Background: an optimization exercise with open tools, aiming at small area, a short achievable clock period and few clock cycles. Do not read the settings as production practice. Where RTL was checked, it was by simulation tests only, not by an equivalence proof against the original. Power and IR drop assume default switching activity.

// ex_stage
module ex_stage (
  input  logic        clk,
  input  logic        rst,
  input  logic [31:0] i_inst,
  input  logic [2:0]  i_alusel,
  input  logic [4:0]  i_aluop,
  input  logic [31:0] i_srcLeft,
  input  logic [31:0] i_srcRight,
  input  logic [1:0]  i_memop,
  input  logic [4:0]  i_dest,
  input  logic        i_writeEnable,
  input  logic        i_flush,
  output logic [31:0] o_result,
  output logic [1:0]  o_memop,
  output logic [31:0] o_memAddr,
  output logic [31:0] o_storeData,
  output logic [4:0]  o_dest,
  output logic        o_writeEnable,
  output logic        o_overflow,
  output logic        o_stallReq
);
clock: 9.0 ns
lec_check: 0
abc_area: 0
cap_margin: 20
core_margin: 2
core_utilization: 40
setup_slack_margin: 1.9
slew_margin: 20
run.sh (not shown) runs the stock make flow with config.mk's settings and CLKGATE_MAP_FILE= SYNTH_SCRIPT=/design/flow/synth_recipe.tcl, a recipe that flattens the netlist after the stock synthesis.
Testbench counts at the start, summed over its fixed seeds: cycles 7,336.
Change:
--- a/flow/design.v
+++ b/flow/design.v
@@ -159,45 +159,46 @@
       if (mthi) begin
         if (swap_q) r1_q <= A; else r0_q <= A;
       end
       if (mtlo) begin
         if (swap_q) r0_q <= A; else r1_q <= A;
       end
     end
   end
   assign hi = swap_q ? r1_q : r0_q;
   assign lo = swap_q ? r0_q : r1_q;
-  function automatic logic [32:0] ks_carry(input logic [31:0] g, input logic [31:0] p,
+  function automatic logic [32:0] sk_carry(input logic [31:0] g, input logic [31:0] p,
                                            input logic cin);
     logic [31:0] gg, pp;
     gg = g;
     pp = p;
     gg[0] = g[0] | (p[0] & cin);
     for (int d = 1; d < 32; d = d * 2)
-      for (int i = 31; i >= d; i--) begin
-        gg[i] = gg[i] | (pp[i] & gg[i - d]);
-        pp[i] = pp[i] & pp[i - d];
-      end
-    ks_carry = {gg, cin};    
+      for (int i = 0; i < 32; i++)
+        if ((i / d) % 2 == 1) begin
+          gg[i] = gg[i] | (pp[i] & gg[(i / d) * d - 1]);
+          pp[i] = pp[i] & pp[(i / d) * d - 1];
+        end
+    sk_carry = {gg, cin};    
   endfunction
   logic [31:0] imm, nb, pa, pd, pm, mem_addr, sh_in, sh_r, sh_res, res, ar_p, ar_c;
   logic [32:0] ca, cd, cm;
   logic        add_ovf, sub_ovf, n31, slt, sltu, left, fill;
   logic [63:0] sh_full;
   assign imm      = {{16{i_inst[15]}}, i_inst[15:0]};
   assign nb       = ~B;
   assign pa       = A ^ B;
   assign pd       = A ^ nb;
   assign pm       = A ^ imm;
-  assign ca       = ks_carry(A & B, pa, 1'b0);
-  assign cd       = ks_carry(A & nb, pd, 1'b1);
-  assign cm       = ks_carry(A & imm, pm, 1'b0);
+  assign ca       = sk_carry(A & B, pa, 1'b0);
+  assign cd       = sk_carry(A & nb, pd, 1'b1);
+  assign cm       = sk_carry(A & imm, pm, 1'b0);
   assign mem_addr = pm ^ cm[31:0];
   assign add_ovf  = (A[31] ~^ B[31]) & (A[31] ^ ca[31]);
   assign n31      = B[31] ^ (|B[30:0]);
   assign sub_ovf  = (A[31] ~^ n31) & (B[31] ~^ cd[31]);
   assign sltu     = !cd[32];
   assign slt      = !cd[32] ^ A[31] ^ B[31];
   assign left    = (i_aluop[1:0] == 2'd0);
   assign fill    = i_aluop[1] && A[31];
   assign sh_in   = left ? rev32(A) : A;
   assign sh_full = {{32{fill}}, sh_in} >> B[4:0];
=>
- The new run went through all stages and came out clean
- core utilization hardly moves
- worst setup slack is better by 110 ps
- cell count goes down by 1.8%
- total power goes down by 3.4%
- cell area goes down by 1.9%
- sequential power stays flat
- hold slack is worse by 12 ps
- register-to-register slack is worse by 90 ps
- synthesized cell count goes down by 1.4%
- synthesized area goes down by 1.6%
- global-route usage goes up by 1.5 points
Testbench counts after the change, summed over its fixed seeds: cycles 7,336.


== old ==
The RTL this note starts from:
==> flow/design.v <==
module ex_stage (
  input  logic        clk,
  input  logic        rst,
  input  logic [31:0] i_inst,
  input  logic [2:0]  i_alusel,
  input  logic [4:0]  i_aluop,
  input  logic [31:0] i_srcLeft,
  input  logic [31:0] i_srcRight,
  input  logic [1:0]  i_memop,
  input  logic [4:0]  i_dest,
  input  logic        i_writeEnable,
  input  logic        i_flush,
  output logic [31:0] o_result,
  output logic [1:0]  o_memop,
  output logic [31:0] o_memAddr,
  output logic [31:0] o_storeData,
  output logic [4:0]  o_dest,
  output logic        o_writeEnable,
  output logic        o_overflow,
  output logic        o_stallReq
);
  localparam logic [2:0] SEL_SPECIAL = 3'd0, SEL_LOGIC = 3'd1, SEL_ARITH = 3'd2,
                         SEL_MULDIV  = 3'd3, SEL_MEMACC = 3'd4;
  logic [31:0] A, B;
  assign A = i_srcLeft;
  assign B = i_srcRight;
  function automatic logic [5:0] bitlen(input logic [31:0] x);
    logic [5:0] n;
    n = 6'd0;
    for (int i = 0; i < 32; i++) if (x[i]) n = i + 1;
    bitlen = n;
  endfunction
  function automatic logic [31:0] rev32(input logic [31:0] x);
    for (int i = 0; i < 32; i++) rev32[i] = x[31 - i];
  endfunction
  logic [31:0] r0_q, r1_q, x_q;
  logic [32:0] m_q;
  logic [5:0]  cnt_q;
  logic [2:0]  dg_q;
  logic        busy_q, swap_q, div_q, sgn_q, xs_q, negq_q, dom_q, sub_q;
  logic        kill, is_md, uses_hl, stall, retire, md_start, mthi, mtlo;
  assign kill     = rst | i_flush;
  assign is_md    = (i_alusel == SEL_MULDIV) && (i_aluop[4:2] == 3'd0);
  assign uses_hl  = is_md || ((i_alusel == SEL_SPECIAL) && (i_aluop != 5'd0) && (i_aluop <= 5'd4));
  assign stall    = !kill && busy_q && uses_hl;
  assign retire   = !kill && !stall;
  assign md_start = retire && is_md;
  assign mthi     = retire && (i_alusel == SEL_SPECIAL) && (i_aluop == 5'd3);
  assign mtlo     = retire && (i_alusel == SEL_SPECIAL) && (i_aluop == 5'd4);
  logic        sgn, an, bn, op_div, swp, dz, qz, mneg;
  logic [31:0] ta, tb, msel, sh_out;
  logic [5:0]  lza, lzb, bl, na, lbd, s_div, bl2;
  logic        mlow;
  assign op_div  = i_aluop[1];
  assign sgn     = !i_aluop[0];
  assign an      = sgn && A[31];
  assign bn      = sgn && B[31];
  assign ta      = A ^ {32{an}};
  assign tb      = B ^ {32{bn}};
  assign lza     = bitlen(ta);
  assign lzb     = bitlen(tb);
  assign swp     = lza < lzb;
  assign bl      = swp ? lza : lzb;
  assign msel    = swp ? A : B;
  assign mneg    = swp ? an : bn;
  assign bl2     = bl - 6'd2;
  assign mlow    = (bl == 6'd1) ? 1'b0 : msel[bl2[4:0]];
  assign na      = lza + {5'd0, an};         
  assign lbd     = (lzb == 6'd0) ? {5'd0, bn} : lzb;   
  assign dz      = (lzb == 6'd0) && !bn;     
  assign qz      = na < lbd;                 
  assign s_div   = na - lbd;
  assign sh_out  = B << s_div[4:0];
  logic        last, neg, two, zero, c, accept;
  logic [34:0] base, addv;
  logic [33:0] add_a, add_b, add_s;
  logic        add_c;
  logic [30:0] r0_id;
  logic        r0_down;
  logic [3:0]  tq0, tq1;
  logic [31:0] r0_mul0, r0_mul1, r0_mul, r0_div;
  logic [4:0]  nj;
  logic        qbit;
  assign last = (cnt_q == 6'd1);
  assign neg  = dg_q[2] && !(dg_q[1] && dg_q[0]);
  assign two  = (dg_q == 3'b100) || (dg_q == 3'b011);
  assign zero = (dg_q == 3'b000) || (dg_q == 3'b111);
  assign base = zero ? 35'd0 : (two ? {xs_q, xs_q, x_q, 1'b0} : {xs_q, xs_q, xs_q, x_q});
  assign addv = base ^ {35{neg}};
  always_comb begin
    if (div_q) begin
      add_a = {{2{sgn_q && r1_q[31]}}, r1_q};
      add_b = {m_q[32], m_q} ^ {34{sub_q}};
      add_c = sub_q;
    end else begin
      add_a = {2'b00, r1_q[29:0], 2'b00};
      add_b = {2'b00, addv[31:0]};
      add_c = neg;
    end
  end
  assign add_s  = add_a + add_b + {33'd0, add_c};
  assign c      = add_s[32];
  assign accept = dom_q ? (add_s[33] || (add_s == 34'd0)) : !add_s[33];
  assign r0_down = !div_q && tq0[3];
  assign r0_id   = r0_q[30:0] + {{30{r0_down}}, 1'b1};
  function automatic logic [31:0] r0_add(input logic [3:0] t, input logic [29:0] r,
                                         input logic [29:0] rid);
    r0_add = (t[3:2] == 2'b00) ? {r, t[1:0]} : {rid, t[1:0]};
  endfunction
  assign tq0     = {2'b00, r1_q[31:30]} + {addv[34], addv[34:32]};
  assign tq1     = tq0 + 4'd1;
  assign r0_mul0 = r0_add(tq0, r0_q[29:0], r0_id[29:0]);
  assign r0_mul1 = r0_add(tq1, r0_q[29:0], r0_id[29:0]);
  assign r0_mul  = c ? r0_mul1 : r0_mul0;
  assign qbit   = accept ^ negq_q;
  assign r0_div = (last && negq_q) ? (qbit ? {r0_id, 1'b0} : {r0_q[30:0], 1'b1})
                                   : {r0_q[30:0], qbit};
  assign nj = cnt_q[4:0] - 5'd2;
  always_ff @(posedge clk) begin
    if (rst) begin
      r0_q   <= '0;
      r1_q   <= '0;
      swap_q <= 1'b0;
      busy_q <= 1'b0;
    end else if (busy_q) begin
      cnt_q <= cnt_q - 6'd1;
      dg_q  <= {dg_q[0], m_q[{nj, 1'b1}], m_q[{nj, 1'b0}]};
      if (div_q) begin
        r0_q <= r0_div;
        if (accept) r1_q <= add_s[31:0];
        m_q  <= {m_q[32], m_q[32:1]};
      end else begin
        r0_q <= r0_mul;
        r1_q <= add_s[31:0];
      end
      if (last) busy_q <= 1'b0;
    end else if (md_start) begin
      div_q  <= op_div;
      sgn_q  <= sgn;
      x_q    <= swp ? B : A;
      xs_q   <= swp ? bn : an;
      negq_q <= an ^ bn;
      dom_q  <= an;
      sub_q  <= an == bn;
      m_q    <= op_div ? {bn, sh_out} : {msel, 1'b0};
      dg_q   <= bl[0] ? {mneg, !mneg, mlow} : {mneg, mneg, !mneg};
      swap_q <= op_div;
      r1_q   <= op_div ? A : 32'd0;
      r0_q   <= {32{op_div && (dz || ((an ^ bn) && !qz))}};
      if (op_div) begin
        cnt_q  <= s_div + 6'd1;
        busy_q <= !dz && !qz;
      end else begin
        cnt_q  <= (bl + 6'd2) >> 1;
        busy_q <= !((lza == 6'd0 && !an) || (lzb == 6'd0 && !bn));
      end
    end else begin
      if (mthi) begin
        if (swap_q) r1_q <= A; else r0_q <= A;
      end
      if (mtlo) begin
        if (swap_q) r0_q <= A; else r1_q <= A;
      end
    end
  end
  function automatic logic [32:0] sk_carry(input logic [31:0] g, input logic [31:0] p,
                                           input logic cin);
    logic [31:0] gg, pp;
    gg = g;
    pp = p;
    gg[0] = g[0] | (p[0] & cin);
    for (int d = 1; d < 32; d = d * 2)
      for (int i = 0; i < 32; i++)
        if ((i / d) % 2 == 1) begin
          gg[i] = gg[i] | (pp[i] & gg[(i / d) * d - 1]);
          pp[i] = pp[i] & pp[(i / d) * d - 1];
        end
    sk_carry = {gg, cin};    
  endfunction
  logic [31:0] imm, nb, pa, pd, pm, mem_addr, sh_in, sh_r, sh_res, res, ar_p, ar_c;
  logic [32:0] ca, cd, cm;
  logic        add_ovf, sub_ovf, n31, slt, sltu, left, fill;
  logic [63:0] sh_full;
  assign imm      = {{16{i_inst[15]}}, i_inst[15:0]};
  assign nb       = ~B;
  assign pa       = A ^ B;
  assign pd       = A ^ nb;
  assign pm       = A ^ imm;
  assign ca       = sk_carry(A & B, pa, 1'b0);
  assign cd       = sk_carry(A & nb, pd, 1'b1);
  assign cm       = sk_carry(A & imm, pm, 1'b0);
  assign mem_addr = pm ^ cm[31:0];
  assign add_ovf  = (A[31] ~^ B[31]) & (A[31] ^ ca[31]);
  assign n31      = B[31] ^ (|B[30:0]);
  assign sub_ovf  = (A[31] ~^ n31) & (B[31] ~^ cd[31]);
  assign sltu     = !cd[32];
  assign slt      = !cd[32] ^ A[31] ^ B[31];
  assign left    = (i_aluop[1:0] == 2'd0);
  assign fill    = i_aluop[1] && A[31];
  assign sh_in   = left ? rev32(A) : A;
  assign sh_full = {{32{fill}}, sh_in} >> B[4:0];
  assign sh_r    = sh_full[31:0];
  assign sh_res  = left ? rev32(sh_r) : sh_r;
  logic live, is_sp, is_lg, is_ar, is_mem;
  logic s_r0, s_r1, s_and, s_or, s_xor, s_nor, s_sh, s_add, s_sub, s_slt, s_sltu, s_mem;
  logic we_base, ovf;
  assign live   = !kill;
  assign is_sp  = i_alusel == SEL_SPECIAL;
  assign is_lg  = i_alusel == SEL_LOGIC;
  assign is_ar  = i_alusel == SEL_ARITH;
  assign is_mem = i_alusel == SEL_MEMACC;
  assign s_r0   = live && is_sp && (swap_q ? (i_aluop == 5'd2) : (i_aluop == 5'd1));
  assign s_r1   = live && is_sp && (swap_q ? (i_aluop == 5'd1) : (i_aluop == 5'd2));
  assign s_and  = live && is_lg && (i_aluop == 5'd0);
  assign s_or   = live && is_lg && (i_aluop == 5'd1);
  assign s_xor  = live && is_lg && (i_aluop == 5'd2);
  assign s_nor  = live && is_lg && (i_aluop == 5'd3);
  assign s_sh   = live && is_lg && (i_aluop >= 5'd4) && (i_aluop <= 5'd6);
  assign s_add  = live && is_ar && (i_aluop == 5'd0);
  assign s_sub  = live && is_ar && (i_aluop == 5'd1);
  assign s_slt  = live && is_ar && (i_aluop == 5'd2);
  assign s_sltu = live && is_ar && (i_aluop == 5'd3);
  assign s_mem  = live && is_mem;
  assign ar_p = ({32{s_add}} & pa) | ({32{s_sub}} & pd) | ({32{s_mem}} & pm);
  assign ar_c = ({32{s_add}} & ca[31:0]) | ({32{s_sub}} & cd[31:0]) | ({32{s_mem}} & cm[31:0]);
  assign res = ({32{s_and}} & (A & B)) | ({32{s_or}} & (A | B)) | ({32{s_xor}} & pa)
             | ({32{s_nor}} & ~(A | B)) | ({32{s_r0}} & r0_q) | ({32{s_r1}} & r1_q)
             | ({32{s_sh}} & sh_res) | (ar_p ^ ar_c)
             | {31'd0, (s_slt & slt) | (s_sltu & sltu)};
  always_comb begin
    we_base = 1'b0;
    case (i_alusel)
      SEL_SPECIAL: we_base = (i_aluop == 5'd0) ? i_writeEnable : ((i_aluop == 5'd1) || (i_aluop == 5'd2));
      SEL_LOGIC:   we_base = (i_aluop <= 5'd6) && i_writeEnable;
      SEL_ARITH:   we_base = (i_aluop <= 5'd3) && i_writeEnable;
      SEL_MEMACC:  we_base = i_writeEnable;
      default:     we_base = 1'b0;
    endcase
  end
  assign ovf = (s_add & add_ovf) | (s_sub & sub_ovf);
  assign o_result      = res;
  assign o_memop       = i_memop & {2{live}};
  assign o_memAddr     = mem_addr & {32{live}};
  assign o_storeData   = i_srcRight & {32{live}};
  assign o_dest        = i_dest & {5{live}};
  assign o_writeEnable = live && we_base && !stall && !ovf;
  assign o_overflow    = ovf;
  assign o_stallReq    = stall;
endmodule
clock: 9.0 ns
lec_check: 0
abc_area: 0
cap_margin: 20
core_margin: 2
core_utilization: 40
setup_slack_margin: 1.9
slew_margin: 20
### old -> new
diff --git a/flow/design.v b/flow/design.v
--- a/flow/design.v
+++ b/flow/design.v
@@ -22,6 +22,7 @@
   localparam logic [2:0] SEL_SPECIAL = 3'd0, SEL_LOGIC = 3'd1, SEL_ARITH = 3'd2,
                          SEL_MULDIV  = 3'd3, SEL_MEMACC = 3'd4;
   logic [31:0] A, B;
+  logic [31:0] hi, lo;
   assign A = i_srcLeft;
   assign B = i_srcRight;
   function automatic logic [5:0] bitlen(input logic [31:0] x);
@@ -32,6 +33,29 @@
   endfunction
   function automatic logic [31:0] rev32(input logic [31:0] x);
     for (int i = 0; i < 32; i++) rev32[i] = x[31 - i];
+  endfunction
+  function automatic logic [33:0] sk_add34(input logic [33:0] a, input logic [33:0] b,
+                                           input logic cin);
+    logic [33:0] p, gg, pp;
+    p  = a ^ b;
+    gg = a & b;
+    pp = p;
+    gg[0] = gg[0] | (p[0] & cin);
+    for (int d = 1; d < 34; d = d * 2)
+      for (int i = 0; i < 34; i++)
+        if ((i / d) % 2 == 1) begin
+          gg[i] = gg[i] | (pp[i] & gg[(i / d) * d - 1]);
+          pp[i] = pp[i] & pp[(i / d) * d - 1];
+        end
+    sk_add34 = p ^ {gg[32:0], cin};
+  endfunction
+  function automatic logic [30:0] incdec31(input logic [30:0] r, input logic down);
+    logic [30:0] pp;
+    pp = r ^ {31{down}};
+    for (int d = 1; d < 31; d = d * 2)
+      for (int i = 0; i < 31; i++)
+        if ((i / d) % 2 == 1) pp[i] = pp[i] & pp[(i / d) * d - 1];
+    incdec31 = r ^ {pp[29:0], 1'b1};
   endfunction
   logic [31:0] r0_q, r1_q, x_q;
   logic [32:0] m_q;
@@ -98,11 +122,11 @@
       add_c = neg;
     end
   end
-  assign add_s  = add_a + add_b + {33'd0, add_c};
+  assign add_s  = sk_add34(add_a, add_b, add_c);
   assign c      = add_s[32];
   assign accept = dom_q ? (add_s[33] || (add_s == 34'd0)) : !add_s[33];
   assign r0_down = !div_q && tq0[3];
-  assign r0_id   = r0_q[30:0] + {{30{r0_down}}, 1'b1};
+  assign r0_id   = incdec31(r0_q[30:0], r0_down);
   function automatic logic [31:0] r0_add(input logic [3:0] t, input logic [29:0] r,
                                          input logic [29:0] rid);
     r0_add = (t[3:2] == 2'b00) ? {r, t[1:0]} : {rid, t[1:0]};
@@ -163,6 +187,8 @@
       end
     end
   end
+  assign hi = swap_q ? r1_q : r0_q;
+  assign lo = swap_q ? r0_q : r1_q;
   function automatic logic [32:0] sk_carry(input logic [31:0] g, input logic [31:0] p,
                                            input logic cin);
     logic [31:0] gg, pp;
@@ -202,15 +228,15 @@
   assign sh_r    = sh_full[31:0];
   assign sh_res  = left ? rev32(sh_r) : sh_r;
   logic live, is_sp, is_lg, is_ar, is_mem;
-  logic s_r0, s_r1, s_and, s_or, s_xor, s_nor, s_sh, s_add, s_sub, s_slt, s_sltu, s_mem;
+  logic s_hi, s_lo, s_and, s_or, s_xor, s_nor, s_sh, s_add, s_sub, s_slt, s_sltu, s_mem;
   logic we_base, ovf;
   assign live   = !kill;
   assign is_sp  = i_alusel == SEL_SPECIAL;
   assign is_lg  = i_alusel == SEL_LOGIC;
   assign is_ar  = i_alusel == SEL_ARITH;
   assign is_mem = i_alusel == SEL_MEMACC;
-  assign s_r0   = live && is_sp && (swap_q ? (i_aluop == 5'd2) : (i_aluop == 5'd1));
-  assign s_r1   = live && is_sp && (swap_q ? (i_aluop == 5'd1) : (i_aluop == 5'd2));
+  assign s_hi   = live && is_sp && (i_aluop == 5'd1);
+  assign s_lo   = live && is_sp && (i_aluop == 5'd2);
   assign s_and  = live && is_lg && (i_aluop == 5'd0);
   assign s_or   = live && is_lg && (i_aluop == 5'd1);
   assign s_xor  = live && is_lg && (i_aluop == 5'd2);
@@ -224,7 +250,7 @@
   assign ar_p = ({32{s_add}} & pa) | ({32{s_sub}} & pd) | ({32{s_mem}} & pm);
   assign ar_c = ({32{s_add}} & ca[31:0]) | ({32{s_sub}} & cd[31:0]) | ({32{s_mem}} & cm[31:0]);
   assign res = ({32{s_and}} & (A & B)) | ({32{s_or}} & (A | B)) | ({32{s_xor}} & pa)
-             | ({32{s_nor}} & ~(A | B)) | ({32{s_r0}} & r0_q) | ({32{s_r1}} & r1_q)
+             | ({32{s_nor}} & ~(A | B)) | ({32{s_hi}} & hi) | ({32{s_lo}} & lo)
              | ({32{s_sh}} & sh_res) | (ar_p ^ ar_c)
              | {31'd0, (s_slt & slt) | (s_sltu & sltu)};
   always_comb begin
==> notes.md <==
In the reports for old and new, the smaller wire length of the first global-routing pass belongs to new.
new vs old, most frequent standard cell in the layout excluding fill and tap cells: sky130_fd_sc_hd__nand2_1 vs sky130_fd_sc_hd__nor2_1
The post-route worst setup slack of new falls short of that of old by 0.38 ns.
Fraction of area in non-clock buffers (new over old): increase, 2.4 points
Diff old -> new: full die area went down; total number of vias went down.
Final area: lower on old
Summary of the comparison: post-detailed-route wirelength per cell is lower in new, relative to old.
Compared with old, in new area growth from synthesis to layout went up 5.2 points; instance area after placement went down.
Going from old to new, routed metal-1 wirelength has decreased; global-route usage went down; die height dropped about 1.7%; multi-input gate count shrank by about 3.3%; area after synthesis moved down.
Testbench counts of new, summed over its fixed seeds: cycles 7,336.
Function not checked in old: the RTL went through the layout flow alone.

separate check: timing with driven ports:
The flow's constraints put no driver on any port. The routed layouts listed below were extracted and timed again, unchanged, in two steps. Step 1: set_driving_cell puts a clkbuf_16 on clk and a buf_2 on each other input, an assumption about the parent block. Step 2 times the ports against the registers' clock, not the clock port: input delays grow and output delays shrink by t, the midpoint of the rising clock arrivals with the driver on. Slacks: ideal / step 1 / step 2; pairs: ideal / step 1.
run | t (ns) | slack for setup (ns) | hold slack, ns
the first run of note 1 | 0.507 | 1.713 / 1.685 / 1.585 | 0.571 / 0.571 / 0.571
the second run of note 1 | 0.543 | 1.819 / 1.786 / 1.503 | 0.559 / 0.559 / 0.559
old | 0.498 | 1.609 / 1.586 / 1.473 | 0.516 / 0.516 / 0.516
new | 0.504 | 1.226 / 1.194 / 1.194 | 0.565 / 0.565 / 0.565
After both steps setup and hold are still met in every run listed. The setup slack of the second run of note 1, which loses most, moves by -0.033 ns with the drivers and by -0.316 ns with both steps.
